What follows belongs to an exercise in optimizing a design on an open flow for small area; a production flow would make more cautious choices. In this exercise RTL edits were held to simulation tests only and were not proved equivalent to the original. Power figures rest on the tool's default switching activity, not on a simulated workload.

$ cat flow/run.sh
#!/bin/bash
# synth_recipe.tcl (not shown) runs the flow's synth.tcl, then flattens the netlist and writes it again
# the make line also repeats each setting of config.mk as NAME=value (left out here)
make -C /OpenROAD-flow-scripts/flow DESIGN_CONFIG=/design/flow/config.mk WORK_HOME=/design/flow/orfs CLKGATE_MAP_FILE= SYNTH_SCRIPT=/design/flow/synth_recipe.tcl finish
$ cat flow/config.mk
export PLATFORM = sky130hd
export DESIGN_NAME = matrix_alu_responder
export DESIGN_NICKNAME = matrix_alu_responder
export VERILOG_FILES = /design/flow/design.v
export SDC_FILE = /design/flow/constraint.sdc
export NUM_CORES = 4
export LEC_CHECK = 0
export CAP_MARGIN = 20
export CORE_MARGIN = 2
export CORE_UTILIZATION = 40
export SLEW_MARGIN = 20
$ cat flow/constraint.sdc
create_clock -name core_clock -period 12.0 [get_ports {clk}]
set_input_delay 2.4000 -clock core_clock [delete_from_list [all_inputs] [get_ports {clk}]]
set_output_delay 2.4000 -clock core_clock [all_outputs]
set_load 0.01 [all_outputs]
$ cat flow/design.v
module matrix_alu_responder #(
  parameter int DATA_W     = 16,
  parameter int NREG       = 8,
  parameter int MUL_CYCLES = 4
) (
  input  logic                  clk,
  input  logic                  reset,
  input  logic                  n_alu_enable,
  input  logic [2:0]            op_select,
  input  logic [2:0]            alu_address,
  input  logic [4*DATA_W-1:0]   data_in,
  output logic [4*DATA_W-1:0]   data_out,
  output logic                  data_valid,
  output logic                  busy,
  output logic                  done,
  output logic                  cmd_err
);
  localparam int W  = DATA_W;
  localparam int MW = 4 * DATA_W;
  localparam logic [2:0] OP_NOP   = 3'b000;
  localparam logic [2:0] OP_LOAD  = 3'b001;
  localparam logic [2:0] OP_ADD   = 3'b010;
  localparam logic [2:0] OP_SUB   = 3'b011;
  localparam logic [2:0] OP_SCAL  = 3'b100;
  localparam logic [2:0] OP_MATR  = 3'b101;
  localparam logic [2:0] OP_TRANS = 3'b110;
  localparam logic [2:0] OP_STORE = 3'b111;
  logic          prev_en;
  logic          accept, go;
  logic [1:0]    k;
  logic          k_last;
  logic [MW-1:0] r0, r1, r2;
  logic [MW-1:0] rh [3:7];
  logic [3:0]    v2;
  logic [7:3]    vh;
  logic [2*W-1:0] sprod;
  logic [W-1:0]  a0, a1, b0, b1;
  logic [W-1:0]  p0, p1, mres;
  logic          hi;
  logic [MW-1:0] asres;
  logic          sub;
  function automatic logic [W-1:0] el(
    input logic [MW-1:0] m,
    input logic [1:0]    idx
  );
    el = m[idx*W +: W];
  endfunction
  assign accept = prev_en & ~n_alu_enable;
  assign go     = accept & ~busy;
  assign k_last = (k == 2'(MUL_CYCLES - 1));
  assign data_valid = ~n_alu_enable & (op_select == OP_STORE);
  always_comb begin
    data_out = '0;
    if (data_valid) begin
      unique case (alu_address)
        3'd0: data_out = r0;
        3'd1: data_out = r1;
        3'd2: for (int e = 0; e < 4; e++)
                data_out[e*W +: W] = v2[e] ? r2[e*W +: W] : '0;
        default: data_out = vh[alu_address] ? rh[alu_address] : '0;
      endcase
    end
  end
  assign hi = busy ? k[1] : prev_en;
  assign a0 = el(r0, {hi, 1'b0});
  assign a1 = el(r0, {hi, 1'b1});
  assign b0 = (busy & k[0]) ? el(r1, 2'd1) : el(r1, 2'd0);
  assign b1 = busy ? el(r1, {1'b1, k[0]}) : el(r1, 2'd0);
  assign p0 = a0 * b0;
  assign p1 = a1 * b1;
  assign mres = p0 + p1;
  assign sub = op_select[0];
  always_comb begin
    for (int e = 0; e < 4; e++) begin
      logic [W:0] s;
      s = {el(r0, 2'(e)), 1'b1} + {el(r1, 2'(e)) ^ {W{sub}}, sub};
      asres[e*W +: W] = s[W:1];
    end
  end
  always_ff @(posedge clk or posedge reset) begin
    if (reset) begin
      prev_en <= 1'b1;
      busy    <= 1'b0;
      k       <= '0;
      done    <= 1'b0;
      cmd_err <= 1'b0;
    end else begin
      prev_en <= n_alu_enable;
      done    <= 1'b0;
      if (busy) begin
        k <= k + 2'd1;
        if (k_last) begin
          busy <= 1'b0;
          done <= 1'b1;
        end
      end
      if (accept) begin
        if (busy) begin
          if (op_select != OP_NOP && op_select != OP_STORE)
            cmd_err <= 1'b1;
        end else begin
          unique case (op_select)
            OP_ADD, OP_SUB, OP_SCAL, OP_TRANS: done <= 1'b1;
            OP_MATR: busy <= 1'b1;
            default: ;
          endcase
        end
      end
    end
  end
  always_ff @(posedge clk or posedge reset) begin
    if (reset) begin
      r0    <= '0;
      r1    <= '0;
      sprod <= '0;
    end else begin
      if (go && op_select == OP_LOAD && alu_address == 3'd0) r0 <= data_in;
      if (go && op_select == OP_LOAD && alu_address == 3'd1) r1 <= data_in;
      if (!prev_en && !busy) sprod <= {p1, p0};
    end
  end
  always_ff @(posedge clk or posedge reset) begin
    if (reset) v2 <= '0;
    else if (go && (op_select == OP_LOAD ? alu_address == 3'd2
                                         : op_select[2] | op_select[1]) &&
             op_select != OP_MATR && op_select != OP_STORE)
      v2 <= 4'hf;
    else if (busy)
      v2[k] <= 1'b1;
  end
  always_ff @(posedge clk) begin
    if (busy)
      r2[k*W +: W] <= mres;
    else if (go) begin
      unique case (op_select)
        OP_LOAD:  if (alu_address == 3'd2) r2 <= data_in;
        OP_ADD,
        OP_SUB:   r2 <= asres;
        OP_SCAL:  r2 <= {p1, p0, sprod};
        OP_TRANS: r2 <= {el(r0, 2'd3), el(r0, 2'd1),
                         el(r0, 2'd2), el(r0, 2'd0)};
        default: ;
      endcase
    end
  end
  always_ff @(posedge clk or posedge reset) begin
    if (reset) vh <= '0;
    else if (go && op_select == OP_LOAD && alu_address >= 3'd3)
      vh[alu_address] <= 1'b1;
  end
  always_ff @(posedge clk) begin
    if (go && op_select == OP_LOAD && alu_address >= 3'd3)
      rh[alu_address] <= data_in;
  end
endmodule
==> flow_metrics.tcl <==
set metrics [dict create \
    status "complete, no violations" \
    grt_pass1_wl_um 188100 \
    cts_buffers 55 \
    finalCritPeriodShare_pct 79.37 \
    wirelength_um 128700 \
    critPathMaxFanout 33 \
    slowest_delay_ns 0.93 \
    synth_cell_type_count 77 \
    drive_above_1_share_pct 14.85 \
    endpoint_kind "register" \
    gp_congestion 1.039 \
    h-tree-depth 2 \
    worstReg2RegStart "busy" \
    hold_path_class "register to register" \
    die_h_um 308.4 \
    fin_util_pct 45.63 \
    io_pins 141 \
    wl_per_cell_um 27.34 \
    dr.pass1.iters 8 \
    overflow 0 \
    power_density_nw_per_um2 150.0 \
    nets 3835 \
    cts_tree "yes" \
    drtIter0Drc 3573 \
    r2r_slack_ns 2.48 \
    cp.required_ns 12.42 \
    groute.layer.met3.usage_pct 5.140 \
    layout_common_cells "edfxtp_1, inv_1, nor2_1, nand2_1, mux2_2" \
    final_common_cell "edfxtp_1" \
    ant_nets 0 \
    reg2reg_to "r2[47]" \
    worstSkewPairLatency_ns 0.63 \
    clk_path_buf_depth 3 \
    cts_resized 0 \
    clkPwrFrac_pct 28.9 \
    drc 0 \
    antenna_found_initial 4 \
    grt_max_degree 115 \
    hp-start "v2[1]" \
    busiest_layer "met2" \
    cp.arrival_ns 9.95 \
    start_util_pct 40.37 \
    grt_pass1_vias 27120 \
    slew_headroom_pct 22.78 \
    design.core.area_um2 91800 \
    critPathSlowestCell "mux2i_4" \
    whs_endpoint "v2[1]" \
    path_class "register to register" \
    async_flop_share_pct 31.31 \
    die_x_um 308.4 \
    combPwrFrac_pct 31.3 \
    min_path_cells 1 \
    vdd_drop_max_uv 110.2 \
    holdWs_ns 0.4653 \
    syn_area_per_cell_um2 11.16 \
    dp_cells 4600 \
    vias 27830 \
    grt.met1_usage_pct 37.26 \
    clock_sinks 559 \
    rsz0062_at_grt "false" \
    dp_slack_ns 2.588 \
    synth_edf_count 384 \
    setup_tns_ns 0 \
    skew_ns 0.01521 \
    synth-seq-cells 559 \
    cts_root_buffer "clkbuf_16" \
    seq_area_frac_synth_pct 42.94 \
    synth_flop_cell "edfxtp_1" \
    seqPwrFrac_pct 39.8 \
    use_met2_pct 40.74 \
    synthToLayoutAreaGrowth_pct 13.03 \
    switchingPower_uw 2288 \
    core.rowCount 111 \
    cts_setup_buffers 0 \
    hold_viol 0 \
    maxSlewViolCount 0 \
    final_cell_count_no_fill 4707 \
    internal-power_uw 3996 \
    r2r_cells 27 \
    maxCapViolations 0 \
    clkTransAtPathRegs_ns 0.07 \
    syn_nets 3740 \
    synth_cells 3320 \
    leakage_uw 0.01681 \
    dp_hpwl_um 92130 \
    die-area_um2 95100 \
    max_freq_mhz 105.0 \
    max_slew.worst_pin.slew_ns 1.154 \
    fill_cells 8442 \
    swShare_pct 36.41 \
    setup_viol 0 \
    vias_per_cell 5.912 \
    finalWorstSetupSlack_ns 2.476 \
    port_buffers 140 \
    grt_usage_pct 27.00 \
    postCtsHoldBufs 0 \
    yosys_warnings 1 \
    syn_area_um2 37060 \
    start_kind "register" \
    final.min_clock_period_ns 9.524 \
]
[power by group through the flow]
| stage | combinational, uW | clock [uW] | sequential, uW |
|---|---|---|---|
| after global placement | 1890 | 0 | 2520 |
| after floorplan | 1260 | 0 | 2410 |
| after global routing | 2090 | 1910 | 2510 |
| final | 1970 | 1820 | 2500 |
| after detailed placement | 1900 | 0 | 2520 |
| after CTS | 1910 | 1840 | 2480 |
[stage by stage]
step	area, um2	power (uW)
after CTS	41840	6227
after global placement	39960	4410
final	41890	6284
after floorplan	37060	3671
after detailed placement	39980	4418
after global routing	41880	6500
[cell families (layout without fill, tap and decap cells)]
logic type | count (synthesis) | in the layout | synth area share (%)
simple gates | 711 | 711 | 8.187
mux | 339 | 339 | 11.57
flops | 559 | 559 | 42.94
fa+ha+maj | 347 | 347 | 14.98
buf+inv | 469 | 610 | 4.858
xor+xnor | 219 | 219 | 5.290
other cells | 0 | 3 | 0
compound gates | 676 | 676 | 12.18
[routing by layer]
layer  up-vias  part of all wire (%)
met5         -                 0.019
met4         4                   5.6
met3       244                   9.6
met2      1395                    44
met1     14090                    41
li1      12100                     -
[worst max-delay path, delay by kind of cell, from the launching register on]
family / cells / cell delay [ns]
fa+ha+maj: 8 / 3.61
mux: 2 / 1.85
simple gates: 3 / 0.33
xor+xnor: 2 / 0.71
buf+inv: 7 / 0.89
flops: 1 / 0.72
compound gates: 5 / 1.16
[worst max path at each step]
stage	from	endpoint	cells after the start
after floorplan	op_select[0]	rh[4][0]	5
after global placement	busy	r2[46]	26
after detailed placement	busy	r2[46]	23
after CTS	busy	r2[46]	23
after global routing	busy	r2[47]	27
final	busy	r2[47]	27
[Yosys cell counts (all sizes together), types with 48 or more instances]
cell type,instances,area (um2)
mux2i,73,750.7
o22ai,76,475.5
a21oi,188,940.9
xnor2,126,1119
a222oi,64,640.6
mux4,48,1081
xor2,91,797.0
o21ai,124,620.6
edfxtp,384,11530
inv,290,1089
nand2,262,986.0
mux2,218,2455
dfrtp,174,4354
ha,186,2327
clkbuf,148,556.8
fa,161,3223
nor2,294,1106
[state kept, by name, indices dropped and copies added (netlist names)]
register  count
done          1
r0           64
sprod        32
r2           64
k             2
rh          320
busy          1
r1           64
vh            5
cmd_err       1
prev_en       1
v2            4
[cell type report]
cell class / count / area (um2) / area share [%]
Antenna cell: 3 / 7.507 / 0.01792
Clock buffer: 67 / 1431 / 3.417
Clock inverter: 36 / 420.4 / 1.004
Inverter: 293 / 1107 / 2.644
Multi-Input combinational cell: 2292 / 19480 / 46.50
Sequential cell: 559 / 15920 / 38.00
Tap cell: 1243 / 1555 / 3.713
Timing Repair Buffer: 214 / 1972 / 4.708

==> what the ideal ports hide <==
How much do the figures lean on ideal ports? The routed layout below was timed once more, with nothing changed but the port constraints.
Step 1, drivers: a clkbuf_16 drives clk and a buf_2 each remaining input, both assumed.
Step 2 also shifts input and output timing later by t, the mid clock arrival at the registers, as if the neighbouring blocks saw the same clock.
Slacks: ideal ports / drivers / drivers and shift; pairs: ideal ports / drivers.
t, ns: 0.688
slack for setup (ns): 2.476 / 2.476 / 2.476
hold WS [ns]: 0.465 / 0.465 / 0.465
After both steps this run still meets setup and hold. The setup slack of this run moves by 0.000 ns with the drivers and by 0.000 ns with both steps.
